This is an optimization exercise on Yosys and OpenROAD, whose aim is small area, not a production implementation. Only simulation tests tie the RTL to the original design; equivalence was not proved. Power and IR drop assume default switching activity.

$ cat run.sh
#!/bin/bash
# synth_recipe.tcl (not shown) runs the flow's synth.tcl, then flattens the netlist and writes it again
# the make line also repeats each setting of config.mk as NAME=value (left out here)
make -C /OpenROAD-flow-scripts/flow DESIGN_CONFIG=/design/flow/config.mk WORK_HOME=/design/flow/orfs CLKGATE_MAP_FILE= SYNTH_SCRIPT=/design/flow/synth_recipe.tcl finish
$ cat constraint.sdc
create_clock -name core_clock -period 5.0 [get_ports {i_clk}]
set_input_delay 1.0000 -clock core_clock [delete_from_list [all_inputs] [get_ports {i_clk}]]
set_output_delay 1.0000 -clock core_clock [all_outputs]
set_load 0.01 [all_outputs]
$ cat design.v
module axis_pingpong_frame_buffer #(
   parameter int DATA_WIDTH = 32,
   parameter int FRAME_LEN  = 24,
   parameter int CNT_WIDTH  = 16
) (
   input  logic                         i_clk,
   input  logic                         i_rst,
   input  logic [DATA_WIDTH-1:0]        s_axis_tdata,
   input  logic                         s_axis_tvalid,
   output logic                         s_axis_tready,
   output logic [DATA_WIDTH-1:0]        m_axis_tdata,
   output logic                         m_axis_tvalid,
   input  logic                         m_axis_tready,
   output logic                         m_axis_tlast,
   output logic [1:0]                   o_bank_full,
   output logic [CNT_WIDTH-1:0]         o_frame_cnt
);
   localparam int               PTR_W    = (FRAME_LEN > 1) ? $clog2(FRAME_LEN) : 1;
   localparam logic [PTR_W-1:0] LAST_IDX = PTR_W'(FRAME_LEN - 1);
   logic [DATA_WIDTH-1:0] bank0_r [FRAME_LEN];
   logic [DATA_WIDTH-1:0] bank1_r [FRAME_LEN];
   logic [1:0]            full_r;
   logic                  wr_bank_r, rd_bank_r;
   logic [PTR_W-1:0]      wr_ptr_r, rd_ptr_r;
   logic                  s_tready_r;
   logic [DATA_WIDTH-1:0] m_tdata_r;
   logic                  m_tvalid_r, m_tlast_r;
   logic [1:0]            bank_full_r;
   logic [CNT_WIDTH-1:0]  frame_cnt_r;
   logic                  wr_fire_s, wr_close_s, out_free_s, rd_load_s, rd_last_s;
   logic                  tlast_acc_s, shift0_s, shift1_s;
   logic [1:0]            full_s;
   logic                  wr_bank_s, rd_bank_s, m_tvalid_s, m_tlast_s;
   assign wr_fire_s   = s_axis_tvalid & s_tready_r;
   assign wr_close_s  = wr_fire_s & (wr_ptr_r == LAST_IDX);
   assign out_free_s  = ~m_tvalid_r | m_axis_tready;
   assign rd_load_s   = out_free_s & full_r[rd_bank_r];
   assign rd_last_s   = (rd_ptr_r == LAST_IDX);
   assign tlast_acc_s = m_axis_tready & m_tlast_r;
   assign shift0_s = (wr_fire_s & ~wr_bank_r) | (rd_load_s & ~rd_bank_r);
   assign shift1_s = (wr_fire_s &  wr_bank_r) | (rd_load_s &  rd_bank_r);
   always_comb begin
      full_s    = full_r;
      wr_bank_s = wr_bank_r;
      rd_bank_s = rd_bank_r;
      if (wr_close_s) begin
         full_s[wr_bank_r] = 1'b1;
         wr_bank_s         = ~wr_bank_r;
      end
      if (rd_load_s & rd_last_s) begin
         full_s[rd_bank_r] = 1'b0;
         rd_bank_s         = ~rd_bank_r;
      end
      if (rd_load_s) begin
         m_tvalid_s = 1'b1;
         m_tlast_s  = rd_last_s;
      end else if (m_axis_tready) begin
         m_tvalid_s = 1'b0;
         m_tlast_s  = 1'b0;
      end else begin
         m_tvalid_s = m_tvalid_r;
         m_tlast_s  = m_tlast_r;
      end
   end
   always_ff @(posedge i_clk) begin
      if (i_rst) begin
         full_r      <= 2'b00;
         wr_bank_r   <= 1'b0;
         rd_bank_r   <= 1'b0;
         wr_ptr_r    <= '0;
         rd_ptr_r    <= '0;
         s_tready_r  <= 1'b1;
         m_tvalid_r  <= 1'b0;
         m_tlast_r   <= 1'b0;
         bank_full_r <= 2'b00;
         frame_cnt_r <= '0;
      end else begin
         full_r      <= full_s;
         wr_bank_r   <= wr_bank_s;
         rd_bank_r   <= rd_bank_s;
         m_tvalid_r  <= m_tvalid_s;
         m_tlast_r   <= m_tlast_s;
         s_tready_r  <= ~full_s[wr_bank_s];
         bank_full_r <= full_s | ({2{m_tlast_s}} & {~rd_bank_s, rd_bank_s});
         if (wr_close_s) begin
            wr_ptr_r <= '0;
         end else if (wr_fire_s) begin
            wr_ptr_r <= wr_ptr_r + PTR_W'(1);
         end
         if (rd_load_s) begin
            rd_ptr_r <= rd_last_s ? '0 : rd_ptr_r + PTR_W'(1);
         end
         if (tlast_acc_s) begin
            frame_cnt_r <= frame_cnt_r + CNT_WIDTH'(1);
         end
      end
   end
   always_ff @(posedge i_clk) begin
      if (rd_load_s) begin
         m_tdata_r <= rd_bank_r ? bank1_r[FRAME_LEN-1] : bank0_r[FRAME_LEN-1];
      end
   end
   always_ff @(posedge i_clk) begin
      if (shift0_s) begin
         bank0_r[0] <= s_axis_tdata;
         for (int i = 1; i < FRAME_LEN; i++) bank0_r[i] <= bank0_r[i-1];
      end
      if (shift1_s) begin
         bank1_r[0] <= s_axis_tdata;
         for (int i = 1; i < FRAME_LEN; i++) bank1_r[i] <= bank1_r[i-1];
      end
   end
   assign s_axis_tready = s_tready_r;
   assign m_axis_tdata  = m_tdata_r;
   assign m_axis_tvalid = m_tvalid_r;
   assign m_axis_tlast  = m_tlast_r;
   assign o_bank_full   = bank_full_r;
   assign o_frame_cnt   = frame_cnt_r;
endmodule
$ cat config.mk
export PLATFORM = sky130hd
export DESIGN_NAME = axis_pingpong_frame_buffer
export DESIGN_NICKNAME = axis_pingpong_frame_buffer
export VERILOG_FILES = /design/flow/design.v
export SDC_FILE = /design/flow/constraint.sdc
export NUM_CORES = 4
export LEC_CHECK = 0
export CAP_MARGIN = 20
export CORE_MARGIN = 2
export CORE_UTILIZATION = 45
export CTS_BUF_LIST = sky130_fd_sc_hd__clkbuf_16
export CTS_CLUSTER_DIAMETER = 60
export CTS_CLUSTER_SIZE = 32
export PLACE_DENSITY = 0.6
export SLEW_MARGIN = 20
==> results of run 1 <==
[power breakdown]
part           internal, W  leakage (nW)  switching, W
Sequential          0.0150          15.0     0.0000856
Combinational    0.0000527         0.970      0.000146
Clock              0.00431          1.77       0.00469
[layout make-up]
class	instances	area (um^2)	area share, %
Clock buffer	105	2630	4.71
Timing Repair Buffer	120	1300	2.32
Sequential cell	1603	47800	85.7
Clock inverter	88	1020	1.82
Tap cell	1414	1770	3.17
Inverter	3	11.3	0.0202
Multi-Input combinational cell	169	1270	2.29
[how the worst max path moves through the flow]
| stage | from | to | cells after the start |
|---|---|---|---|
| after floorplan | s_axis_tvalid | bank0_r[0][0] | 2 |
| after global placement | s_axis_tvalid | bank0_r[0][25] | 4 |
| after detailed placement | s_axis_tvalid | bank0_r[0][25] | 4 |
| after CTS | s_axis_tvalid | bank0_r[18][28] | 4 |
| after global routing | s_axis_tvalid | bank0_r[17][29] | 4 |
| final | s_axis_tvalid | bank0_r[4][25] | 4 |
[worst max-delay path: stages]
cell and delay, ps:
clkdlybuf4s50_1 620, nand2_8 90, o21ai_4 830, buf_4 790
[per-stage QoR]
| stage | cells | setup slack [ps] |
|---|---|---|
| finish | 3502 | 1890 |
| global route | 3502 | 1740 |
| CTS | 3502 | 1900 |
| detailed placement | 3309 | 1150 |
| global placement | 3309 | 1250 |
| floorplan | 1784 | -8930 |
[metal layers]
layer  vias to the layer above  GRT usage [%]
met5                         -              0
met4                         6           3.92
met3                        91           2.33
met2                       259           13.9
met1                      8156           14.6
li1                       7638              -
[sequential cells by signal, indices dropped and copies added (netlist names)]
register,flops
bank0_r,768
bank1_r,768
m_tdata_r,32
frame_cnt_r,16
rd_ptr_r,5
wr_ptr_r,5
bank_full_r,2
full_r,2
m_tlast_r,1
m_tvalid_r,1
rd_bank_r,1
s_tready_r,1
wr_bank_r,1
[logic make-up after synthesis]
family	count (synthesis)	share of synthesized area, %
flip-flops	1603	97.4
AO/OA/AOI/OAI	24	0.275
buffers and inverters	12	0.130
adder cells (fa/ha/maj)	3	0.0765
multiplexers	40	0.908
AND/OR/NAND/NOR	88	0.994
XOR/XNOR	14	0.250
[layout by cell type, fill, tap and decap left out, types with 10 or more instances in the layout]
cell,synthesis,routed
buf_12,0,14
nor2_1,24,23
nand3_1,12,12
buf_4,0,18
mux2_2,36,36
edfxtp_1,1568,1568
inv_8,0,15
dfxtp_1,35,34
xor2_1,10,10
a21oi_1,10,10
nand2_1,12,11
clkbuf_16,0,105
clkinv_4,0,12
clkdlybuf4s50_1,0,88
inv_6,0,22
==> impl_summary.txt, run 1 <==
----------------------------------------------------
[Logic synthesis]
  Number of nets in the synthesized netlist ... between 1500 and 2000
  Portion of the post-synthesis area used by sequential elements ... between 90% and 100%
  Number of storage elements in the synthesis netlist ... roughly 1600
  Most frequent cells after synthesis ... edfxtp_1 (1568), mux2_2 (36), dfxtp_1 (35)
  Average footprint of a synthesized cell ... 27.5 um^2
  YS warnings ... 3
  Async set-reset flop share out of synthesis ... 0%
  Portion of synthesized cell area occupied by the leading cell type ... between 90% and 100%
  Largest cells by area after synthesis ... edfxtp_1 (96%), dfxtp_1 (1.4%), mux2_2 (0.83%)
  Synthesized area ... 49100 um^2
  Cells after synthesis ... 1784
  Main synth FF type ... edfxtp_1
  Post-synth top area cell ... edfxtp_1
  Count of unique library cells instantiated by Yosys ... 38
  Dominant cell by count in the synthesized netlist ... edfxtp_1
  Count of flip-flops with a built-in enable after synthesis ... 1568

[Status]
  Status ... no timing/DRC/antenna violations

[Finish]
  Layout Cell Area excl Fill ... between 50000 and 60000 um^2
  Share of the core filled with cells in the final layout ... 51.4%
  Number of diodes added for antenna fixing ... 0
  Area Growth Syn to Fin ... 13.7%
  # fillers ... 8175
  Fraction of final layout cells sized beyond drive strength 1 ... around an eighth
  Final net count ... about 2000

[Flow run]
  Maximum capacitance violations ... 0

[Critical path]
  Worst setup EP type ... register
  Reg-to-Reg Start ... rd_bank_r
  Type of the setup path with the least slack ... in2reg
  Reg-to-reg setup timing slack ... roughly 2100 ps
  Startpoint kind of the worst setup timing path ... input pin
  Biggest fanout along the worst timing path ... 70
  Worst Path Arrival ... 3410 ps
  Worst endpoint required time ... about 5300 ps
  Cell count of the worst reg-to-reg path ... 3
  Critical register-to-register path endpoint ... bank1_r[4][29]

[Die]
  Effective utilization at floorplan ... between 40% and 50%
  Core box area ... 109000 um^2
  Number of standard-cell rows in the floorplan ... 121
  Die boundary height ... approximately 330 um
  Die extent in x ... approximately 330 um
  IO Pins ... between 80 and 90
  Die Outline Area ... between 100000 and 150000 um^2

[Power]
  Standby leakage power ... 17.7 nW
  Maximum VDD drop ... about 0.3 mV
  PwrDens ... 436 nW/um^2
  Total power after layout ... 0.0243 W

[Clocking]
  Post-CTS repair timing setup buffer count ... 0
  Clock tree from TritonCTS ... done
  Cts repair resizes ... 0
  Sink count of the clock tree ... between 1500 and 2000
  Master cell of the clock root buffer ... clkbuf_16
  Maximum clock path buffer count ... 3
  Clk pin slew, worst setup/hold paths ... ~90 ps
  Clock latency (worst-skew pair) ... around 690 ps
  Number of clock buffers inserted by TritonCTS ... 104
  Htree depth ... 3
  Number of hold-repair buffers added at the cts stage ... 0

[GRT]
  Largest net degree at the start of global routing ... about 160
  Antenna violations before repair ... 5
  Congestion Overflow GR ... 0
  Number of global-route vias before repair ... 15900
  Aggregate global-route resource usage ... around 9.8%
  Wire length of the first global-routing pass ... 86900 um

[Place]
  Placed standard-cell area ... around 52000 um^2
  Input/output buffers ... 88
  Last weighted congestion value of the routability-driven placer ... about 0.69
  Final HPWL DP ... just under 30000 um

[Detailed routing]
  Iteration-0 DRC count of the detailed router ... roughly 1400
  Sum of routed wire segments on met1 ... approximately 26000 um
  Routed met3 length ... roughly 2700 um
  Via count ... ~16000
  Number of nets with antenna violations after routing ... 0
  Total met2 wirelength after detailed routing ... 24200 um
  Detailed-route wire length per cell ... approximately 16 um
  Number of search-and-repair iterations in the first detailed-routing pass ... 4
  Uppermost routed layer ... met5
  Remaining design rule violation count ... 0
  Post-detailed-route via-to-cell ratio ... 4.61
  Post-detailed-routing wire length ... approximately 55000 um

[Hold path]
  Destination of the worst hold path ... bank0_r[6][24]
  Startpoint of the lowest-slack hold path ... bank0_r[5][24]
  Cell depth of the worst hold path ... 0
  Worst min-delay path category ... reg2reg

[STA]
  Post-route fraction of the period consumed by the critical path ... slightly above 60%
  Normalized max-slew margin ... 29.9%
  Final Max Slew Viols ... 0
  WHS ... 398 ps
  Maximum operating frequency ... approximately 320 MHz
  Actual slew at the worst max-slew pin ... roughly 1000 ps
  Total Negative Setup Slacks ... 0 ps
  Setup violators final ... 0
  Final Hold Vio Count ... 0
  Clock skew after layout ... between 30 and 40 ps
  RSZ-0062 raised after global routing ... no
  Final critical delay including setup and external delays ... between 3000 and 4000 ps

----------------------------------------------------
==> run 2: changes to the inputs <==
--- a/config.mk
+++ b/config.mk
@@ -8,8 +8,8 @@
 export CAP_MARGIN = 20
 export CORE_MARGIN = 2
 export CORE_UTILIZATION = 45
-export CTS_BUF_LIST = sky130_fd_sc_hd__clkbuf_16
+export CTS_BUF_LIST = sky130_fd_sc_hd__clkbuf_8
 export CTS_CLUSTER_DIAMETER = 60
-export CTS_CLUSTER_SIZE = 32
+export CTS_CLUSTER_SIZE = 18
 export PLACE_DENSITY = 0.6
 export SLEW_MARGIN = 20
==> impl_summary.txt, run 2 <==
----------------------------------------------------
[STA]
  Final critical delay including setup and external delays ... 3040 ps
  Total Negative Setup Slacks ... 0 ps
  Normalized max-slew margin ... 30.1%
  Setup violators final ... 0
  Final Hold Vio Count ... 0
  Maximum operating frequency ... 329 MHz
  Actual slew at the worst max-slew pin ... roughly 1000 ps
  Final Max Slew Viols ... 0
  Post-route fraction of the period consumed by the critical path ... between 60% and 70%
  Worst path setup slack after routing ... about 2000 ps
  RSZ-0062 raised after global routing ... no
  Clock skew after layout ... about 42 ps

[GRT]
  Number of global-route vias before repair ... about 16000
  Congestion Overflow GR ... 0
  Antenna violations before repair ... 6
  Aggregate global-route resource usage ... 9.70%
  Wire length of the first global-routing pass ... 86100 um
  Largest net degree at the start of global routing ... between 150 and 200

[Critical path]
  Worst endpoint required time ... around 5400 ps
  Type of the setup path with the least slack ... in2reg
  Reg-to-reg setup timing slack ... approximately 2100 ps
  Reg-to-Reg Start ... rd_bank_r
  Worst Path Arrival ... ~3400 ps
  Startpoint kind of the worst setup timing path ... input pin
  Cell count of the worst reg-to-reg path ... 3
  Critical register-to-register path endpoint ... bank1_r[0][31]
  Biggest fanout along the worst timing path ... 70
  Worst setup EP type ... register

[Clocking]
  Clock tree from TritonCTS ... done
  Cts repair resizes ... 0
  Master cell of the clock root buffer ... clkbuf_8
  Post-CTS repair timing setup buffer count ... 0
  Maximum clock path buffer count ... 3
  Number of clock buffers inserted by TritonCTS ... between 100 and 150
  Clock latency (worst-skew pair) ... 760 ps
  Number of hold-repair buffers added at the cts stage ... 0
  Sink count of the clock tree ... ~1600
  Clk pin slew, worst setup/hold paths ... 100 ps
  Htree depth ... 3

[Logic synthesis]
  Average footprint of a synthesized cell ... 27.5 um^2
  Main synth FF type ... edfxtp_1
  Count of flip-flops with a built-in enable after synthesis ... 1568
  Synthesized area ... just under 50000 um^2
  Dominant cell by count in the synthesized netlist ... edfxtp_1
  Number of storage elements in the synthesis netlist ... around 1600
  Number of nets in the synthesized netlist ... about 1800
  Portion of the post-synthesis area used by sequential elements ... a little over nine tenths
  Largest cells by area after synthesis ... edfxtp_1 (96%), dfxtp_1 (1.4%), mux2_2 (0.83%)
  Post-synth top area cell ... edfxtp_1
  Portion of synthesized cell area occupied by the leading cell type ... 95.9%
  Cells after synthesis ... between 1500 and 2000
  Most frequent cells after synthesis ... edfxtp_1 (1568), mux2_2 (36), dfxtp_1 (35)
  YS warnings ... 3
  Count of unique library cells instantiated by Yosys ... 38
  Async set-reset flop share out of synthesis ... 0%

[Power]
  Maximum VDD drop ... approximately 0.23 mV
  PwrDens ... just under 400 nW/um^2
  Standby leakage power ... 17.0 nW

[Finish]
  Biggest registers after layout ... bank0_r (768), bank1_r (768), m_tdata_r (32)
  # fillers ... about 8300
  Most common cell after layout, fill and taps aside ... edfxtp_1
  Fraction of final layout cells sized beyond drive strength 1 ... between 10% and 20%
  Top library cells by usage in the layout, fill and taps aside ... edfxtp_1 (1568), clkbuf_8 (108), clkdlybuf4s50_1 (88)
  FF/Latch Area ... roughly 48000 um^2
  Layout Cell Area excl Fill ... between 50000 and 60000 um^2
  Area of the multi-input gates ... around 1300 um^2
  Final net count ... a little over 2000
  Area Growth Syn to Fin ... 10.1%
  Cell Count, Final, Fillers Out ... approximately 3500

[Detailed routing]
  Via count ... 15900
  Remaining design rule violation count ... 0
  Iteration-0 DRC count of the detailed router ... 1273
  Detailed-route wire length per cell ... approximately 16 um
  Post-detailed-route via-to-cell ratio ... 4.60
  Number of search-and-repair iterations in the first detailed-routing pass ... 5
  Post-detailed-routing wire length ... 54400 um
  Number of nets with antenna violations after routing ... 0

[Hold path]
  Worst min-delay path category ... reg2reg
  Cell depth of the worst hold path ... 0
  Startpoint of the lowest-slack hold path ... bank0_r[3][21]
  Destination of the worst hold path ... bank0_r[4][21]

[Place]
  Input/output buffers ... roughly 90
  Setup slack after placement ... around 1100 ps
  Number of cells in the design after placement ... around 3300
  Placed standard-cell area ... approximately 52000 um^2
  Last weighted congestion value of the routability-driven placer ... around 0.69
  Final HPWL DP ... 28900 um

[Die]
  Effective utilization at floorplan ... between 40% and 50%
  Die boundary height ... ~330 um
  Die extent in x ... between 300 and 400 um
  Core box area ... 109000 um^2
  Die Outline Area ... 112000 um^2
  Number of standard-cell rows in the floorplan ... 121
  IO Pins ... roughly 90

[Status]
  Status ... no timing/DRC/antenna violations

[Flow run]
  Maximum capacitance violations ... 0

----------------------------------------------------
## run 2: cell counts after synthesis
Identical to the previous run, type by type.
## run 2: kinds of logic (layout without fill, tap and decap cells)
| group | after synthesis | in the layout | share of synthesized area, % |
|---|---|---|---|
| AOI/OAI and AO/OA | 24 | 24 | 0.275 |
| adders and majority gates | 3 | 3 | 0.0765 |
| and+or+nand+nor | 88 | 88 | 0.994 |
| DFF | 1603 | 1603 | 97.4 |
| xor gates and xnor gates | 14 | 14 | 0.250 |
| buffers and inverters | 12 | 277 | 0.130 |
| other | 0 | 1 | 0 |
| muxes | 40 | 40 | 0.908 |
## run 2: layer usage
metal / up-vias / wire length [um] / part of all wire (%) / GRT usage (%)
li1: 7555 / - / - / -
met1: 8038 / 26700 / 49 / 14.5
met4: 6 / 1290 / 2.4 / 3.94
met5: - / 34 / 0.063 / 0
met3: 93 / 2590 / 4.8 / 2.37
met2: 242 / 23700 / 44 / 13.7
## run 2: per-stage QoR
step | util [%] | power, W | hold slack (ps)
after floorplan | - | 0.0156 | 400
after global placement | 48.0 | 0.0156 | 400
after detailed placement | 48.0 | 0.0156 | 405
after CTS | 49.8 | 0.0217 | 394
after global routing | 49.8 | 0.0222 | 407
final | 49.8 | 0.0213 | 402
## run 2: where the power goes
| part | switching (W) | internal (W) |
|---|---|---|
| Clock | 0.00379 | 0.00221 |
| Sequential | 0.0000860 | 0.0150 |
| Combinational | 0.000147 | 0.0000527 |
| Total | 0.00403 | 0.0173 |
## run 2: final cells by class
| type | instances | share of cell area (%) |
|---|---|---|
| antenna | 1 | 0.00463 |
| clock buffer | 108 | 2.75 |
| inverter | 3 | 0.0208 |
| multi-input combinational | 169 | 2.36 |
| clock inverter | 46 | 0.734 |
| sequential | 1603 | 88.5 |
| timing repair buffer | 120 | 2.40 |
| tap | 1414 | 3.27 |
## run 2: worst max path at each step
| stage | to | slack (ps) | cells past startpoint | startpoint |
|---|---|---|---|---|
| after global placement | bank0_r[0][25] | 1250 | 4 | s_axis_tvalid |
| after global routing | bank1_r[0][11] | 1850 | 4 | rd_bank_r |
| after detailed placement | bank0_r[0][25] | 1150 | 4 | s_axis_tvalid |
| final | bank0_r[4][25] | 1960 | 4 | s_axis_tvalid |
| after CTS | s_axis_tready | 1950 | 1 | s_tready_r |
| after floorplan | bank0_r[0][0] | -8930 | 2 | s_axis_tvalid |
## run 2: worst max-delay path, stage by stage
cell and delay, ps:
clkdlybuf4s50_1 620, nand2_8 90, o21ai_4 830, buf_4 800
==> run 3: changes to the inputs <==
--- a/config.mk
+++ b/config.mk
@@ -10,6 +10,6 @@
 export CORE_UTILIZATION = 45
 export CTS_BUF_LIST = sky130_fd_sc_hd__clkbuf_8
 export CTS_CLUSTER_DIAMETER = 60
-export CTS_CLUSTER_SIZE = 18
+export CTS_CLUSTER_SIZE = 20
 export PLACE_DENSITY = 0.6
 export SLEW_MARGIN = 20
==> impl_summary.txt, run 3 <==
----------------------------------------------------
[Status]
  Status ... no timing/DRC/antenna violations

[Die]
  Core box area ... 109000 um^2
  Effective utilization at floorplan ... between 40% and 50%
  Die extent in x ... 334 um
  IO Pins ... slightly below 90
  Number of standard-cell rows in the floorplan ... 121
  Die boundary height ... roughly 330 um
  Die Outline Area ... 112000 um^2

[Finish]
  Fraction of final layout cells sized beyond drive strength 1 ... a little under an eighth
  Most common cell after layout, fill and taps aside ... edfxtp_1
  Biggest registers after layout ... bank0_r (768), bank1_r (768), m_tdata_r (32)
  # fillers ... roughly 8300
  Final net count ... approximately 2000
  Area Growth Syn to Fin ... 10.7%
  Top library cells by usage in the layout, fill and taps aside ... edfxtp_1 (1568), clkbuf_8 (105), clkdlybuf4s50_1 (88)
  Share of the core filled with cells in the final layout ... 50.1%

[Logic synthesis]
  Count of flip-flops with a built-in enable after synthesis ... 1568
  Async set-reset flop share out of synthesis ... 0%
  Count of unique library cells instantiated by Yosys ... 38
  Synthesized area ... ~49000 um^2
  Number of storage elements in the synthesis netlist ... between 1500 and 2000
  Portion of synthesized cell area occupied by the leading cell type ... between 90% and 100%
  Largest cells by area after synthesis ... edfxtp_1 (96%), dfxtp_1 (1.4%), mux2_2 (0.83%)
  Cells after synthesis ... between 1500 and 2000
  Most frequent cells after synthesis ... edfxtp_1 (1568), mux2_2 (36), dfxtp_1 (35)
  YS warnings ... 3
  Post-synth top area cell ... edfxtp_1
  Portion of the post-synthesis area used by sequential elements ... a little over nine tenths
  Number of nets in the synthesized netlist ... approximately 1800
  Dominant cell by count in the synthesized netlist ... edfxtp_1
  Main synth FF type ... edfxtp_1
  Average footprint of a synthesized cell ... about 28 um^2

[STA]
  Maximum operating frequency ... between 300 and 400 MHz
  Final Max Slew Viols ... 0
  RSZ-0062 raised after global routing ... no
  Post-route fraction of the period consumed by the critical path ... 60.5%
  Total Negative Setup Slacks ... 0 ps
  Normalized max-slew margin ... approximately 29%
  Clock skew after layout ... ~38 ps
  Worst path setup slack after routing ... ~2000 ps
  Setup violators final ... 0
  Final critical delay including setup and external delays ... 3020 ps
  Actual slew at the worst max-slew pin ... roughly 1100 ps
  Final Hold Vio Count ... 0

[Critical path]
  Worst Path Arrival ... approximately 3400 ps
  Reg-to-Reg Start ... rd_bank_r
  Biggest fanout along the worst timing path ... 70
  CP Cell Sequence ... clkdlybuf4s50_1 -> nand2_8 -> o21ai_4 -> buf_4
  Source of the critical timing path ... s_axis_tvalid
  Type of the setup path with the least slack ... in2reg
  Cell count of the worst reg-to-reg path ... 3
  CP Capture Point ... bank0_r[0][28]
  Count of cell instances traversed by the critical path ... 4
  Worst endpoint required time ... 5410 ps
  Worst setup EP type ... register
  Worst path max stage delay ... between 800 and 900 ps
  Top delay family on crit path ... buffers and inverters
  Critical register-to-register path endpoint ... bank1_r[3][23]
  Startpoint kind of the worst setup timing path ... input pin
  Reg-to-reg setup timing slack ... between 2000 and 2500 ps
  Max stage delay cell, worst path ... o21ai_4
  WP buf/inv ... 2

[Clocking]
  Clock tree from TritonCTS ... done
  Number of hold-repair buffers added at the cts stage ... 0
  Cts repair resizes ... 0
  Number of clock buffers inserted by TritonCTS ... about 110
  Htree depth ... 3
  Clock latency (worst-skew pair) ... 780 ps
  Post-CTS repair timing setup buffer count ... 0
  Master cell of the clock root buffer ... clkbuf_8
  Clk pin slew, worst setup/hold paths ... 110 ps
  Maximum clock path buffer count ... 3
  Sink count of the clock tree ... around 1600

[Detailed routing]
  Post-detailed-routing wire length ... 54800 um
  Detailed-route wire length per cell ... around 16 um
  Uppermost routed layer ... met5
  Remaining design rule violation count ... 0
  Post-detailed-route via-to-cell ratio ... about 4.6
  Total met2 wirelength after detailed routing ... about 24000 um
  Sum of routed wire segments on met1 ... 26900 um
  Number of nets with antenna violations after routing ... 0
  Iteration-0 DRC count of the detailed router ... ~1300
  Number of search-and-repair iterations in the first detailed-routing pass ... 6
  Routed met3 length ... between 2000 and 3000 um
  Via count ... 16000

[Power]
  Total power after layout ... ~0.022 W
  Part of the power in registers ... between 60 and 70%
  PwrDens ... 402 nW/um^2
  Standby leakage power ... ~17 nW
  Net Sw Frac ... between 10% and 20%
  Part of the total power dissipated in the clock network ... 30.0%
  Switch Pwr ... 0.00422 W
  Internal Dissipation ... 0.0176 W
  Combinational share of power ... 0.9%
  Maximum VDD drop ... approximately 0.23 mV

[GRT]
  Aggregate global-route resource usage ... under 10%
  Antenna violations before repair ... 6
  Number of global-route vias before repair ... between 15000 and 20000
  Congestion Overflow GR ... 0
  Wire length of the first global-routing pass ... between 80000 and 90000 um
  Largest net degree at the start of global routing ... approximately 160

[Hold path]
  Worst min-delay path category ... reg2reg

[Place]
  Setup slack after placement ... around 1100 ps
  Last weighted congestion value of the routability-driven placer ... just under 0.7
  Final HPWL DP ... 28900 um
  Input/output buffers ... 88

[Flow run]
  Maximum capacitance violations ... 0

----------------------------------------------------
## run 3: cell counts after synthesis
No cell type changed its count.
## run 3: cell type report
cell class,count,area [um^2],share of cell area [%]
diodes,1,2.50,0.00460
clock buffers,105,1450,2.66
clock inverters,74,756,1.39
inverters,3,11.3,0.0207
multi-input cells,169,1270,2.35
flip-flops and latches,1603,47800,87.9
well taps,1414,1770,3.26
repair buffers,120,1300,2.39
## run 3: power groups by stage
stage | clock network [W] | logic [W] | registers [W]
global route | 0.00734 | 0.000222 | 0.0151
global placement | 0 | 0.000194 | 0.0154
CTS | 0.00688 | 0.000204 | 0.0151
floorplan | 0 | 0.000107 | 0.0155
finish | 0.00655 | 0.000200 | 0.0151
detailed placement | 0 | 0.000205 | 0.0154
## run 3: how the worst min path moves through the flow
stage	startpoint	endpoint	slack [ps]	cells past startpoint
4_1_cts	bank0_r[17][20]	bank0_r[18][20]	400	0
6_report	bank0_r[17][20]	bank0_r[18][20]	410	0
5_1_grt	bank1_r[0][11]	bank1_r[1][11]	410	0
3_3_place_gp	bank0_r[9][19]	bank0_r[10][19]	400	0
2_1_floorplan	bank0_r[9][0]	bank0_r[10][0]	400	0
3_5_place_dp	bank0_r[9][29]	bank0_r[10][29]	400	0
## run 3: logic make-up (layout without fill, tap and decap cells)
family                     Yosys count  after routing  share of synthesized area (%)
other                                0              1                              0
DFF                               1603           1603                           97.4
muxes                               40             40                          0.908
xor gates and xnor gates            14             14                          0.250
adders and majority gates            3              3                         0.0765
buffers and inverters               12            302                          0.130
and+or+nand+nor                     88             88                          0.994
AOI/OAI and AO/OA                   24             24                          0.275
## run 3: stage by stage
stage,instance area (um^2),std cells,hold slack (ps)
after floorplan,49100,1784,400
after global placement,52100,3309,400
after detailed placement,52100,3309,405
after CTS,54300,3488,404
after global routing,54300,3489,411
final,54300,3489,409
## run 3: layer usage
metal	vias to the layer above	track usage [%]
met5	-	0
met4	6	4.04
met3	92	2.31
met2	256	13.9
met1	8090	14.6
li1	7579	-
==> run 4: changes to the inputs <==
--- a/config.mk
+++ b/config.mk
@@ -8,8 +8,5 @@
 export CAP_MARGIN = 20
 export CORE_MARGIN = 2
 export CORE_UTILIZATION = 45
-export CTS_BUF_LIST = sky130_fd_sc_hd__clkbuf_8
-export CTS_CLUSTER_DIAMETER = 60
-export CTS_CLUSTER_SIZE = 20
 export PLACE_DENSITY = 0.6
 export SLEW_MARGIN = 20
==> impl_summary.txt, run 4 <==
----------------------------------------------------
[Clocking]
  Master cell of the clock root buffer ... clkbuf_16
  Number of hold-repair buffers added at the cts stage ... 0
  Maximum clock path buffer count ... 3
  Htree depth ... 4
  Cts repair resizes ... 0
  Clk pin slew, worst setup/hold paths ... 60 ps
  Sink count of the clock tree ... 1603
  Clock tree from TritonCTS ... done
  Number of clock buffers inserted by TritonCTS ... about 160
  Post-CTS repair timing setup buffer count ... 0
  Clock latency (worst-skew pair) ... roughly 740 ps

[Critical path]
  Startpoint kind of the worst setup timing path ... input pin
  Reg-to-reg setup timing slack ... between 2000 and 2500 ps
  Worst endpoint required time ... roughly 5400 ps
  Reg-to-Reg Start ... rd_bank_r
  Biggest fanout along the worst timing path ... 70
  Worst setup EP type ... register
  Type of the setup path with the least slack ... in2reg
  Cell count of the worst reg-to-reg path ... 3
  Worst Path Arrival ... between 3000 and 4000 ps
  Critical register-to-register path endpoint ... bank1_r[9][29]

[Finish]
  Number of diodes added for antenna fixing ... 0
  Final net count ... 2091
  Top library cells by usage in the layout, fill and taps aside ... edfxtp_1 (1568), clkbuf_16 (155), clkdlybuf4s50_1 (88)
  # fillers ... just over 8000
  Fraction of final layout cells sized beyond drive strength 1 ... ~13%
  Area Growth Syn to Fin ... 16.1%
  Biggest registers after layout ... bank0_r (768), bank1_r (768), m_tdata_r (32)
  Most common cell after layout, fill and taps aside ... edfxtp_1

[Logic synthesis]
  Dominant cell by count in the synthesized netlist ... edfxtp_1
  YS warnings ... 3
  Portion of the post-synthesis area used by sequential elements ... around 97%
  Portion of synthesized cell area occupied by the leading cell type ... 95.9%
  Most frequent cells after synthesis ... edfxtp_1 (1568), mux2_2 (36), dfxtp_1 (35)
  Average footprint of a synthesized cell ... about 28 um^2
  Post-synth top area cell ... edfxtp_1
  Count of flip-flops with a built-in enable after synthesis ... about 1600
  Number of storage elements in the synthesis netlist ... about 1600
  Count of unique library cells instantiated by Yosys ... 38
  Synthesized area ... roughly 49000 um^2
  Number of nets in the synthesized netlist ... roughly 1800
  Largest cells by area after synthesis ... edfxtp_1 (96%), dfxtp_1 (1.4%), mux2_2 (0.83%)
  Main synth FF type ... edfxtp_1
  Cells after synthesis ... roughly 1800
  Async set-reset flop share out of synthesis ... 0%

[Hold path]
  Worst min-delay path category ... reg2reg
  Cell depth of the worst hold path ... 0
  Destination of the worst hold path ... bank0_r[12][14]
  Startpoint of the lowest-slack hold path ... bank0_r[11][14]

[Detailed routing]
  Routed met3 length ... approximately 2900 um
  Iteration-0 DRC count of the detailed router ... between 1000 and 1500
  Uppermost routed layer ... met5
  Remaining design rule violation count ... 0
  Post-detailed-routing wire length ... around 56000 um
  Number of nets with antenna violations after routing ... 0
  Sum of routed wire segments on met1 ... 27000 um
  Post-detailed-route via-to-cell ratio ... about 4.6
  Detailed-route wire length per cell ... ~16 um
  Total met2 wirelength after detailed routing ... ~25000 um
  Via count ... 16400
  Number of search-and-repair iterations in the first detailed-routing pass ... 4

[STA]
  Clock skew after layout ... around 27 ps
  Worst path setup slack after routing ... between 1500 and 2000 ps
  RSZ-0062 raised after global routing ... no
  Normalized max-slew margin ... around 30%
  Final Hold Vio Count ... 0
  Maximum operating frequency ... ~330 MHz
  Setup violators final ... 0
  Final critical delay including setup and external delays ... slightly above 3000 ps
  Total Negative Setup Slacks ... 0 ps
  Actual slew at the worst max-slew pin ... about 1000 ps
  Post-route fraction of the period consumed by the critical path ... 61.4%
  Final Max Slew Viols ... 0

[Power]
  Standby leakage power ... ~18 nW
  Part of the power in registers ... roughly 58%
  Maximum VDD drop ... 0.248 mV
  Combinational share of power ... less than 1%
  Part of the total power dissipated in the clock network ... between 40% and 50%
  Switch Pwr ... about 0.0050 W
  Internal Dissipation ... about 0.021 W
  PwrDens ... 460 nW/um^2
  Net Sw Frac ... 19.0%

[Place]
  Setup slack after placement ... 1150 ps
  Last weighted congestion value of the routability-driven placer ... roughly 0.7
  Final HPWL DP ... roughly 29000 um
  Input/output buffers ... between 80 and 90

[GRT]
  Largest net degree at the start of global routing ... roughly 160
  Aggregate global-route resource usage ... ~10%
  Antenna violations before repair ... 5
  Congestion Overflow GR ... 0
  Number of global-route vias before repair ... about 17000
  Wire length of the first global-routing pass ... roughly 90000 um

[Die]
  Die Outline Area ... ~110000 um^2
  IO Pins ... 89
  Number of standard-cell rows in the floorplan ... between 100 and 150
  Effective utilization at floorplan ... a little under half
  Core box area ... between 100000 and 150000 um^2
  Die extent in x ... ~330 um
  Die boundary height ... approximately 330 um

[Status]
  Status ... no timing/DRC/antenna violations

[Flow run]
  Maximum capacitance violations ... 0

----------------------------------------------------
-- run 4: cell counts after synthesis --
No cell type changed its count.
-- run 4: how the worst max path moves through the flow --
stage,startpoint,to,depth (start not counted)
after detailed placement,s_axis_tvalid,bank0_r[0][25],4
final,s_axis_tvalid,bank0_r[4][28],4
after floorplan,s_axis_tvalid,bank0_r[0][0],2
after global placement,s_axis_tvalid,bank0_r[0][25],4
after CTS,s_axis_tvalid,bank0_r[11][26],4
after global routing,s_axis_tvalid,bank0_r[17][29],4
-- run 4: stage by stage --
stage               util (%)  cell area [um^2]  cells  total power, W  hold WS (ps)
floorplan                  -             49100   1784          0.0156           400
global placement        48.0             52100   3309          0.0156           400
detailed placement      48.0             52100   3309          0.0156           405
CTS                     52.5             57000   3592          0.0266           396
global route            52.5             57000   3592          0.0272           400
finish                  52.5             57000   3592          0.0262           398
-- run 4: cell type report --
class	instances	area [um^2]	share of cell area, %
repair buffers	120	1300	2.27
multi-input cells	169	1270	2.24
flip-flops and latches	1603	47800	83.9
inverters	3	11.3	0.0198
clock buffers	193	4020	7.06
well taps	1414	1770	3.11
clock inverters	90	818	1.44
-- run 4: cell families (layout without fill, tap and decap cells) --
logic type,after synthesis,in the layout,share of synthesized area [%]
flops,1603,1603,97.4
fa+ha+maj,3,3,0.0765
compound gates,24,24,0.275
mux,40,40,0.908
simple gates,88,88,0.994
buf+inv,12,406,0.130
xor+xnor,14,14,0.250
-- run 4: layer usage --
metal	track usage [%]	vias up
li1	-	7771
met1	14.8	8186
met2	14.2	303
met3	3.33	126
met4	4.52	6
met5	0	-
-- run 4: worst max-delay path, stage by stage --
cell and delay, ps:
clkdlybuf4s50_1 620, nand2_8 90, o21ai_4 830, buf_4 790
-- run 4: power groups by stage --
| stage | registers (W) | logic, W | clock network [W] |
|---|---|---|---|
| CTS | 0.0151 | 0.000205 | 0.0113 |
| detailed placement | 0.0154 | 0.000205 | 0 |
| global route | 0.0152 | 0.000222 | 0.0118 |
| global placement | 0.0154 | 0.000194 | 0 |
| floorplan | 0.0155 | 0.000107 | 0 |
| finish | 0.0151 | 0.000200 | 0.0109 |
==> run 5: changes to the inputs <==
==> flow/run.sh (new file) <==
#!/bin/bash
# Own layout flow: the standard ORFS flow (standard.sh, unchanged synthesis),
# with buf_1 port buffers and a clock tree of sized leaf clusters without
# dummy loads (settings in flow/cts.env). Output goes to standard.log.
set -euo pipefail
source flow/cts.env
export BUFFER_PORTS_ARGS="-buffer_cell sky130_fd_sc_hd__buf_1"
export CTS_ARGS="-sink_clustering_enable -repair_clock_nets -buf_list $CTS_BUF -sink_clustering_size $CTS_SIZE -sink_clustering_max_diameter $CTS_DIAM -dont_use_dummy_load"
bash standard.sh > standard.log 2>&1
==> flow/cts.env (new file) <==
CTS_BUF=sky130_fd_sc_hd__clkbuf_16; CTS_SIZE=36; CTS_DIAM=50
==> standard.sh (new file) <==
#!/bin/bash
# synth_recipe.tcl (not shown) runs the flow's synth.tcl, then flattens the netlist and writes it again
# the make line also repeats each setting of config.mk as NAME=value (left out here)
make -C /OpenROAD-flow-scripts/flow DESIGN_CONFIG=/design/flow/config.mk WORK_HOME=/design/flow/orfs CLKGATE_MAP_FILE= SYNTH_SCRIPT=/design/flow/synth_recipe.tcl "${@:-finish}"
removed: run.sh
==> impl_summary.txt, run 5 <==
----------------------------------------------------
[Power]
  Part of the total power dissipated in the clock network ... 33.4%
  PwrDens ... about 420 nW/um^2
  Total power after layout ... 0.0229 W
  Combinational share of power ... less than 1%
  Standby leakage power ... approximately 17 nW
  Switch Pwr ... 0.00402 W
  Internal Dissipation ... around 0.019 W
  Maximum VDD drop ... around 0.27 mV
  Part of the power in registers ... between 60% and 70%
  Net Sw Frac ... ~18%

[Logic synthesis]
  Largest cells by area after synthesis ... edfxtp_1 (96%), dfxtp_1 (1.4%), mux2_2 (0.83%)
  Post-synth top area cell ... edfxtp_1
  Count of unique library cells instantiated by Yosys ... 38
  Cells after synthesis ... approximately 1800
  Dominant cell by count in the synthesized netlist ... edfxtp_1
  Count of flip-flops with a built-in enable after synthesis ... about 1600
  Most frequent cells after synthesis ... edfxtp_1 (1568), mux2_2 (36), dfxtp_1 (35)
  Portion of the post-synthesis area used by sequential elements ... 97.4%
  Number of storage elements in the synthesis netlist ... ~1600
  Main synth FF type ... edfxtp_1
  Synthesized area ... 49100 um^2
  YS warnings ... 3
  Number of nets in the synthesized netlist ... roughly 1800
  Portion of synthesized cell area occupied by the leading cell type ... a little over nine tenths
  Average footprint of a synthesized cell ... 27.5 um^2
  Async set-reset flop share out of synthesis ... 0%

[Clocking]
  Cts repair resizes ... 0
  Clock latency (worst-skew pair) ... roughly 700 ps
  Number of clock buffers inserted by TritonCTS ... 110
  Sink count of the clock tree ... between 1500 and 2000
  Maximum clock path buffer count ... 3
  Clk pin slew, worst setup/hold paths ... ~70 ps
  Master cell of the clock root buffer ... clkbuf_16
  Htree depth ... 3
  Number of hold-repair buffers added at the cts stage ... 0
  Post-CTS repair timing setup buffer count ... 0
  Clock tree from TritonCTS ... done

[Flow run]
  Maximum capacitance violations ... 0

[STA]
  Final critical delay including setup and external delays ... between 3000 and 4000 ps
  Worst path setup slack after routing ... approximately 2000 ps
  Final Hold Vio Count ... 0
  Final Max Slew Viols ... 0
  Setup violators final ... 0
  Total Negative Setup Slacks ... 0 ps
  Clock skew after layout ... 92.7 ps
  WHS ... ~350 ps
  Maximum operating frequency ... 331 MHz
  Normalized max-slew margin ... between 20 and 30%
  Actual slew at the worst max-slew pin ... between 1000 and 1500 ps
  Post-route fraction of the period consumed by the critical path ... about 60%
  RSZ-0062 raised after global routing ... no

[Critical path]
  Worst setup EP type ... register
  CP Cell Sequence ... nand3_1 -> o21ai_4 -> buf_4
  Max stage delay cell, worst path ... dfxtp_2
  Worst endpoint required time ... around 5200 ps
  Top delay family on crit path ... flip-flops
  Worst path max stage delay ... between 900 and 1000 ps
  Worst Path Arrival ... ~3300 ps
  WP buf/inv ... 1
  Type of the setup path with the least slack ... reg2reg
  Biggest fanout along the worst timing path ... 70
  Startpoint kind of the worst setup timing path ... register

[GRT]
  Congestion Overflow GR ... 0
  Largest net degree at the start of global routing ... 120
  Antenna violations before repair ... 3
  Wire length of the first global-routing pass ... slightly above 80000 um
  Number of global-route vias before repair ... 15800
  Aggregate global-route resource usage ... under 10%

[Status]
  Status ... no timing/DRC/antenna violations

[Die]
  Die extent in x ... 334 um
  IO Pins ... a little under 90
  Number of standard-cell rows in the floorplan ... ~120
  Effective utilization at floorplan ... between 40% and 50%
  Die Outline Area ... 112000 um^2
  Die boundary height ... between 300 and 400 um
  Core box area ... roughly 110000 um^2

[Place]
  Setup slack after placement ... 1470 ps
  Number of cells in the design after placement ... about 3300
  Last weighted congestion value of the routability-driven placer ... about 0.7
  Input/output buffers ... slightly below 90
  Final HPWL DP ... 28100 um

[Finish]
  Number of diodes added for antenna fixing ... 0
  Area Growth Syn to Fin ... 10.7%
  Most common cell after layout, fill and taps aside ... edfxtp_1
  Final net count ... between 2000 and 2500
  Fraction of final layout cells sized beyond drive strength 1 ... about a tenth
  Biggest registers after layout ... bank0_r (768), bank1_r (768), m_tdata_r (32)
  Cell Count, Final, Fillers Out ... approximately 3400
  Top library cells by usage in the layout, fill and taps aside ... edfxtp_1 (1568), clkbuf_16 (110), buf_1 (88)

[Detailed routing]
  Remaining design rule violation count ... 0
  Via count ... 15900
  Detailed-route wire length per cell ... roughly 15 um
  Number of search-and-repair iterations in the first detailed-routing pass ... 4
  Post-detailed-route via-to-cell ratio ... 4.66
  Number of nets with antenna violations after routing ... 0
  Post-detailed-routing wire length ... between 50000 and 60000 um
  Iteration-0 DRC count of the detailed router ... ~1500

[Hold path]
  Worst min-delay path category ... reg2reg

----------------------------------------------------
run 5: cells by family after synthesis:
logic type                 Yosys count  share of synthesized area (%)
DFF                               1603                           97.4
AOI/OAI and AO/OA                   24                          0.275
buffers and inverters               12                          0.130
xor gates and xnor gates            14                          0.250
adders and majority gates            3                         0.0765
muxes                               40                          0.908
and+or+nand+nor                     88                          0.994
run 5: area by class of cell:
type                            count  area (um^2)
Sequential cell                  1603        47800
Tap cell                         1414         1770
Timing Repair Buffer              119          713
Multi-Input combinational cell    169         1270
Inverter                            3         11.3
Fill cell                        8217        54200
Clock buffer                      110         2750
run 5: final timing paths:
path	from	endpoint	slack, ps	cells past startpoint
setup / recovery	rd_bank_r	bank1_r[2][21]	1980	3
hold / removal	bank0_r[9][24]	bank0_r[10][24]	350	0
setup reg to reg	rd_bank_r	bank1_r[2][21]	1980	3
hold reg to reg	bank0_r[9][24]	bank0_r[10][24]	350	0
run 5: power groups by stage:
| stage | Clock, W | Combinational (W) | Sequential [W] |
|---|---|---|---|
| after detailed placement | 0 | 0.000184 | 0.0154 |
| final | 0.00765 | 0.000178 | 0.0151 |
| after CTS | 0.00797 | 0.000184 | 0.0151 |
| after global placement | 0 | 0.000171 | 0.0154 |
| after global routing | 0.00845 | 0.000200 | 0.0151 |
| after floorplan | 0 | 0.000107 | 0.0155 |
run 5: per-layer routing:
| metal | vias up | global-route usage, % | share of wire, % |
|---|---|---|---|
| li1 | 7548 | - | - |
| met1 | 7999 | 13.2 | 47 |
| met2 | 267 | 13.6 | 44 |
| met3 | 112 | 2.76 | 5.8 |
| met4 | 6 | 4.02 | 2.7 |
| met5 | - | 0 | 0.085 |
run 5: metrics by stage:
| step | util [%] | area, um^2 |
|---|---|---|
| final | 50.0 | 54300 |
| after global routing | 50.0 | 54300 |
| after CTS | 50.0 | 54300 |
| after detailed placement | 47.5 | 51500 |
| after global placement | 47.5 | 51500 |
| after floorplan | - | 49100 |
==> run 6: changes to the inputs <==
==> flow/cts.env (replaced) <==
CTS_BUF=sky130_fd_sc_hd__clkbuf_8; CTS_SIZE=18; CTS_DIAM=60
--- a/config.mk
+++ b/config.mk
@@ -5,8 +5,8 @@
 export SDC_FILE = /design/flow/constraint.sdc
 export NUM_CORES = 4
 export LEC_CHECK = 0
-export CAP_MARGIN = 20
+export CAP_MARGIN = 0
 export CORE_MARGIN = 2
-export CORE_UTILIZATION = 45
-export PLACE_DENSITY = 0.6
-export SLEW_MARGIN = 20
+export CORE_UTILIZATION = 60
+export PLACE_DENSITY = 0.85
+export SLEW_MARGIN = 0
==> impl_summary.txt, run 6 <==
----------------------------------------------------
[Detailed routing]
  Iteration-0 DRC count of the detailed router ... around 1500
  Post-detailed-route via-to-cell ratio ... approximately 5.2
  Via count ... 16000
  Number of search-and-repair iterations in the first detailed-routing pass ... 5
  Remaining design rule violation count ... 0
  Number of nets with antenna violations after routing ... 0
  Detailed-route wire length per cell ... around 18 um
  Post-detailed-routing wire length ... between 50000 and 60000 um

[Die]
  Effective utilization at floorplan ... roughly three fifths
  Die boundary height ... 290 um
  Core box area ... just over 80000 um^2
  Die extent in x ... about 290 um
  Number of standard-cell rows in the floorplan ... 104
  Die Outline Area ... around 84000 um^2
  IO Pins ... 89

[Logic synthesis]
  Count of flip-flops with a built-in enable after synthesis ... 1568
  Count of unique library cells instantiated by Yosys ... 38
  Cells after synthesis ... about 1800
  Synthesized area ... approximately 50000 um^2
  Post-synth top area cell ... edfxtp_1
  Async set-reset flop share out of synthesis ... 0%
  Average footprint of a synthesized cell ... 27.5 um^2
  Number of storage elements in the synthesis netlist ... 1603
  Largest cells by area after synthesis ... edfxtp_1 (96%), dfxtp_1 (1.4%), mux2_2 (0.83%)
  Main synth FF type ... edfxtp_1
  Portion of synthesized cell area occupied by the leading cell type ... 95.9%
  Number of nets in the synthesized netlist ... between 1500 and 2000
  YS warnings ... 3
  Dominant cell by count in the synthesized netlist ... edfxtp_1
  Most frequent cells after synthesis ... edfxtp_1 (1568), mux2_2 (36), dfxtp_1 (35)
  Portion of the post-synthesis area used by sequential elements ... 97.4%

[Clocking]
  Master cell of the clock root buffer ... clkbuf_8
  Htree depth ... 3
  Clk pin slew, worst setup/hold paths ... approximately 110 ps
  Sink count of the clock tree ... roughly 1600
  Cts repair resizes ... 0
  Number of hold-repair buffers added at the cts stage ... 0
  Maximum clock path buffer count ... 3
  Number of clock buffers inserted by TritonCTS ... 103
  Clock latency (worst-skew pair) ... around 730 ps
  Post-CTS repair timing setup buffer count ... 0
  Clock tree from TritonCTS ... done

[STA]
  Final Max Slew Viols ... 0
  Setup violators final ... 0
  Normalized max-slew margin ... a little under a quarter
  Total Negative Setup Slacks ... 0 ps
  WHS ... around 360 ps
  Actual slew at the worst max-slew pin ... between 1000 and 1500 ps
  Maximum operating frequency ... 320 MHz
  Clock skew after layout ... 90.8 ps
  Final critical delay including setup and external delays ... approximately 3100 ps
  Post-route fraction of the period consumed by the critical path ... a little over three fifths
  Final Hold Vio Count ... 0
  RSZ-0062 raised after global routing ... no

[Critical path]
  Reg-to-reg setup timing slack ... between 1500 and 2000 ps
  Source of the critical timing path ... rd_bank_r
  Type of the setup path with the least slack ... reg2reg
  Biggest fanout along the worst timing path ... slightly above 80
  CP Capture Point ... bank1_r[0][15]
  Critical register-to-register path endpoint ... bank1_r[0][15]
  Startpoint kind of the worst setup timing path ... register
  Worst setup EP type ... register
  Reg-to-Reg Start ... rd_bank_r
  Cell count of the worst reg-to-reg path ... 3
  Worst Path Arrival ... roughly 3400 ps
  Worst endpoint required time ... between 5000 and 6000 ps

[Power]
  PwrDens ... between 300 and 400 nW/um^2
  Standby leakage power ... roughly 16 nW
  Maximum VDD drop ... 0.253 mV
  Total power after layout ... approximately 0.021 W

[Finish]
  Final net count ... roughly 2000
  Top library cells by usage in the layout, fill and taps aside ... edfxtp_1 (1568), clkbuf_8 (103), buf_1 (88)
  Most common cell after layout, fill and taps aside ... edfxtp_1
  Biggest registers after layout ... bank0_r (768), bank1_r (768), m_tdata_r (32)
  Area Growth Syn to Fin ... 6.88%
  Fraction of final layout cells sized beyond drive strength 1 ... under 10%

[GRT]
  Number of global-route vias before repair ... roughly 16000
  Largest net degree at the start of global routing ... around 140
  Wire length of the first global-routing pass ... ~90000 um
  Aggregate global-route resource usage ... between 10% and 20%
  Antenna violations before repair ... 2
  Congestion Overflow GR ... 0

[Status]
  Status ... no timing/DRC/antenna violations

[Place]
  Last weighted congestion value of the routability-driven placer ... 0.682
  Final HPWL DP ... roughly 32000 um
  Input/output buffers ... slightly below 90

[Flow run]
  Maximum capacitance violations ... 0

[Hold path]
  Worst min-delay path category ... reg2reg

----------------------------------------------------
[run 6: cell counts after synthesis]
Identical to the previous run, type by type.
[run 6: worst min-delay path by stage]
stage / slack, ps / end / from / cells after the start
4_1_cts: 360 / bank1_r[2][18] / bank1_r[1][18] / 0
2_1_floorplan: 400 / bank0_r[10][0] / bank0_r[9][0] / 0
3_5_place_dp: 400 / bank0_r[10][10] / bank0_r[9][10] / 0
3_3_place_gp: 400 / bank1_r[12][31] / bank1_r[11][31] / 0
5_1_grt: 350 / bank1_r[2][18] / bank1_r[1][18] / 0
6_report: 360 / bank1_r[2][18] / bank1_r[1][18] / 0
[run 6: through the flow]
stage          cells  instance area, um^2  setup WS [ps]  util (%)
2_1_floorplan   1784                49100          -8930         -
3_3_place_gp    2947                51000           1540      63.2
3_5_place_dp    2947                51000           1340      63.2
4_1_cts         3050                52500           1830      64.9
5_1_grt         3051                52500           1680      64.9
6_report        3051                52500           1870      64.9
[run 6: cell families (layout without fill, tap and decap cells)]
logic type	count (synthesis)	count (layout)	synth area share, %
adder cells (fa/ha/maj)	3	3	0.0765
buffers and inverters	12	218	0.130
multiplexers	40	40	0.908
AO/OA/AOI/OAI	24	24	0.275
AND/OR/NAND/NOR	88	88	0.994
other	0	1	0
flip-flops	1603	1603	97.4
XOR/XNOR	14	14	0.250
[run 6: worst max-delay path: stages (launching register included)]
cell and delay, ps:
dfxtp_2 980, nand3_1 280, o21ai_4 490, buf_4 890
[run 6: layout make-up]
| type | instances | area (um^2) |
|---|---|---|
| diodes | 1 | 2.50 |
| flip-flops and latches | 1603 | 47800 |
| repair buffers | 112 | 636 |
| clock buffers | 103 | 1420 |
| inverters | 3 | 11.3 |
| multi-input cells | 169 | 1270 |
| fillers | 4696 | 28400 |
| well taps | 1060 | 1330 |
[run 6: where the power goes]
part / total (W) / internal (W) / switching, W
combinational: 0.000176 / 0.0000342 / 0.000142
sequential: 0.0151 / 0.0150 / 0.0000989
clock: 0.00522 / 0.00185 / 0.00338
total: 0.0205 / 0.0169 / 0.00362
[run 6: per-layer routing]
metal	share of wire [%]	vias up	GRT usage [%]
met3	4.7	97	2.79
met2	51	338	22.1
met1	43	8035	17.8
met4	2.1	2	4.45
met5	0.033	-	0
li1	-	7481	-
==> run 7: changes to the inputs <==
==> flow/run.sh (replaced) <==
#!/bin/bash
# Own layout flow: the standard ORFS flow (standard.sh, unchanged synthesis),
# with smaller port buffers and a clock tree built from clkbuf_8 leaf clusters
# without dummy loads. Each tool's output goes to a log file in the work folder.
set -euo pipefail
export BUFFER_PORTS_ARGS="-buffer_cell sky130_fd_sc_hd__buf_1"
export CTS_ARGS="-sink_clustering_enable -repair_clock_nets -buf_list sky130_fd_sc_hd__clkbuf_8 -sink_clustering_size 18 -sink_clustering_max_diameter 60 -dont_use_dummy_load"
bash standard.sh > standard.log 2>&1
--- a/config.mk
+++ b/config.mk
@@ -5,8 +5,8 @@
 export SDC_FILE = /design/flow/constraint.sdc
 export NUM_CORES = 4
 export LEC_CHECK = 0
-export CAP_MARGIN = 0
+export CAP_MARGIN = 20
 export CORE_MARGIN = 2
-export CORE_UTILIZATION = 60
-export PLACE_DENSITY = 0.85
-export SLEW_MARGIN = 0
+export CORE_UTILIZATION = 45
+export PLACE_DENSITY = 0.6
+export SLEW_MARGIN = 20
removed: flow/cts.env
==> impl_summary.txt, run 7 <==
----------------------------------------------------
[Clocking]
  Clock tree from TritonCTS ... done
  Cts repair resizes ... 0
  Sink count of the clock tree ... roughly 1600
  Master cell of the clock root buffer ... clkbuf_8
  Clk pin slew, worst setup/hold paths ... roughly 100 ps
  Number of clock buffers inserted by TritonCTS ... 107
  Maximum clock path buffer count ... 3
  Clock latency (worst-skew pair) ... 760 ps
  Post-CTS repair timing setup buffer count ... 0
  Htree depth ... 3
  Number of hold-repair buffers added at the cts stage ... 0

[Logic synthesis]
  Average footprint of a synthesized cell ... between 20 and 30 um^2
  Multiplexer share of the synthesized area ... less than 1%
  Dominant combinational cell family by area after synthesis ... simple AND/OR/NAND/NOR gates
  Portion of the post-synthesis area used by sequential elements ... just under 100%
  Count of unique library cells instantiated by Yosys ... 38
  Post-synth top area cell ... edfxtp_1
  Async set-reset flop share out of synthesis ... 0%
  Number of nets in the synthesized netlist ... 1823
  Main synth FF type ... edfxtp_1
  Compound-cell area share of the yosys netlist ... 0.275%
  Largest cells by area after synthesis ... edfxtp_1 (96%), dfxtp_1 (1.4%), mux2_2 (0.83%)
  Synthesized area ... between 40000 and 50000 um^2
  Portion of synthesized cell area occupied by the leading cell type ... between 90% and 100%
  Synthesized-area fraction occupied by xor and xnor cells ... 0.250%
  Simple logic cell fraction of the synthesized area ... 0.994%
  Post-synthesis share of cell area spent on full adders, half adders and majority gates ... 0.0765%
  Most frequent cells after synthesis ... edfxtp_1 (1568), mux2_2 (36), dfxtp_1 (35)
  Cells after synthesis ... around 1800
  YS warnings ... 3
  Number of storage elements in the synthesis netlist ... 1603
  Count of flip-flops with a built-in enable after synthesis ... ~1600
  Dominant cell by count in the synthesized netlist ... edfxtp_1

[Finish]
  Area Growth Syn to Fin ... 8.05%
  Biggest registers after layout ... bank0_r (768), bank1_r (768), m_tdata_r (32)
  Layout Cell Area excl Fill ... roughly 53000 um^2
  Share of the core filled with cells in the final layout ... roughly 49%
  Fraction of final layout cells sized beyond drive strength 1 ... under 10%
  Cell Count, Final, Fillers Out ... 3416
  Final net count ... ~2000
  Top library cells by usage in the layout, fill and taps aside ... edfxtp_1 (1568), clkbuf_8 (107), buf_1 (88)
  Most common cell after layout, fill and taps aside ... edfxtp_1

[STA]
  Final Hold Vio Count ... 0
  Clock skew after layout ... between 100 and 150 ps
  Maximum operating frequency ... 330 MHz
  Post-route fraction of the period consumed by the critical path ... 60.5%
  Final critical delay including setup and external delays ... between 3000 and 4000 ps
  Normalized max-slew margin ... 29.6%
  RSZ-0062 raised after global routing ... no
  WHS ... 347 ps
  Final Max Slew Viols ... 0
  Setup violators final ... 0
  Actual slew at the worst max-slew pin ... about 1100 ps
  Total Negative Setup Slacks ... 0 ps

[Detailed routing]
  Number of nets with antenna violations after routing ... 0
  Remaining design rule violation count ... 0
  Post-detailed-routing wire length ... about 53000 um
  Post-detailed-route via-to-cell ratio ... 4.65
  Detailed-route wire length per cell ... roughly 16 um
  Number of search-and-repair iterations in the first detailed-routing pass ... 4
  Iteration-0 DRC count of the detailed router ... around 1500
  Via count ... 15900

[Place]
  Input/output buffers ... 88
  Last weighted congestion value of the routability-driven placer ... about 0.69
  Final HPWL DP ... between 20000 and 30000 um
  Number of cells in the design after placement ... 3307
  Placed standard-cell area ... roughly 52000 um^2

[Die]
  Number of standard-cell rows in the floorplan ... around 120
  Effective utilization at floorplan ... approximately 45%
  Die boundary height ... roughly 330 um
  IO Pins ... 89
  Die Outline Area ... approximately 110000 um^2
  Die extent in x ... 334 um
  Core box area ... 109000 um^2

[Power]
  Standby leakage power ... around 16 nW
  Maximum VDD drop ... 0.228 mV
  PwrDens ... just under 400 nW/um^2

[Critical path]
  Worst setup EP type ... register
  Startpoint kind of the worst setup timing path ... register
  Biggest fanout along the worst timing path ... 85
  Critical register-to-register path endpoint ... bank1_r[22][7]
  Reg-to-reg setup timing slack ... just under 2000 ps
  Worst endpoint required time ... around 5300 ps
  Worst Path Arrival ... ~3300 ps
  Reg-to-Reg Start ... rd_bank_r
  Cell count of the worst reg-to-reg path ... 4
  Type of the setup path with the least slack ... reg2reg

[GRT]
  Aggregate global-route resource usage ... about a tenth
  Antenna violations before repair ... 4
  Wire length of the first global-routing pass ... 83500 um
  Largest net degree at the start of global routing ... 120
  Number of global-route vias before repair ... 15800
  Congestion Overflow GR ... 0

[Flow run]
  Maximum capacitance violations ... 0

[Status]
  Status ... no timing/DRC/antenna violations

[Hold path]
  Cell depth of the worst hold path ... 0
  Startpoint of the lowest-slack hold path ... bank1_r[15][20]
  Worst min-delay path category ... reg2reg
  Destination of the worst hold path ... bank1_r[16][20]

----------------------------------------------------
[run 7: worst max-delay path by stage]
| stage | to | startpoint | slack (ps) |
|---|---|---|---|
| after global routing | bank1_r[22][7] | rd_bank_r | 1720 |
| after detailed placement | bank1_r[0][19] | m_axis_tready | 1470 |
| after global placement | bank1_r[15][23] | m_axis_tready | 1540 |
| final | bank1_r[22][7] | rd_bank_r | 1970 |
| after CTS | bank1_r[22][7] | rd_bank_r | 1880 |
| after floorplan | bank0_r[0][0] | s_axis_tvalid | -8930 |
[run 7: per-stage QoR]
step / power, W / setup slack, ps
5_1_grt: 0.0216 / 1720
3_3_place_gp: 0.0156 / 1540
4_1_cts: 0.0211 / 1880
3_5_place_dp: 0.0156 / 1470
2_1_floorplan: 0.0156 / -8930
6_report: 0.0207 / 1970
[run 7: area by class of cell]
type	count	area, um^2
flip-flops and latches	1603	47800
diodes	1	2.50
clock buffers	107	1470
inverters	3	11.3
multi-input cells	169	1270
repair buffers	119	713
well taps	1414	1770
fillers	8341	55500
[run 7: per-layer routing]
layer	routed length (um)	part of all wire, %	GRT usage, %
met1	25200	47	13.3
met2	23300	44	13.7
met4	1590	3.0	4.16
met3	3080	5.8	2.81
met5	31	0.058	0
[run 7: kinds of logic (layout without fill, tap and decap cells)]
family          Yosys count  after routing
buf+inv                  12            229
xor+xnor                 14             14
flops                  1603           1603
fa+ha+maj                 3              3
compound gates           24             24
simple gates             88             88
mux                      40             40
other cells               0              1
[run 7: where the power goes]
part           leakage, nW  total [W]  internal, W  switching, W
registers             15.0     0.0151       0.0150     0.0000828
clock network        0.769    0.00546      0.00191       0.00354
logic                0.729   0.000178    0.0000346      0.000143
[run 7: critical path, stage by stage (launching register included)]
cell     delay [ps]
dfxtp_2         990
nand3_1         260
o21ai_4         430
buf_12          370
buf_12          390

separate check: timing with driven ports:
The results above use ideal ports. As a check the final layouts listed here were re-extracted and re-timed, cells and wires unchanged.
Step 1 assumes that a clkbuf_16 drives the clock port and a buf_2 every other input.
Step 2 also shifts input and output timing later by t, the mid clock arrival at the registers, as if the neighbouring blocks saw the same clock.
Slacks: ideal ports / drivers / drivers and shift; pairs: ideal ports / drivers.
| run | shift t [ns] | slack for setup (ns) | latest minus earliest clock arrival (ns) | worst register clock-pin slew, ns | worst slew at a driven data input, ns |
|---|---|---|---|---|---|
| run 1 | 0.736 | 1.894 / 1.892 / 1.156 | 0.034 / 0.034 | 0.10 / 0.10 | 0.08 |
| run 2 | 0.806 | 1.962 / 1.958 / 1.151 | 0.051 / 0.051 | 0.11 / 0.11 | 0.08 |
| run 3 | 0.814 | 1.975 / 1.971 / 1.157 | 0.055 / 0.054 | 0.11 / 0.11 | 0.08 |
| run 4 | 0.794 | 1.931 / 1.936 / 1.142 | 0.032 / 0.032 | 0.07 / 0.07 | 0.08 |
| run 5 | 0.719 | 1.979 / 1.979 / 1.429 | 0.094 / 0.094 | 0.09 / 0.09 | 0.14 |
| run 6 | 0.744 | 1.875 / 1.875 / 1.347 | 0.092 / 0.092 | 0.11 / 0.11 | 0.13 |
| run 7 | 0.778 | 1.974 / 1.974 / 1.451 | 0.132 / 0.132 | 0.11 / 0.11 | 0.14 |
After both steps every run listed still meets setup and hold. For run 3, which loses most, drivers alone change the setup slack by -0.004 ns; drivers and shift together by -0.818 ns.
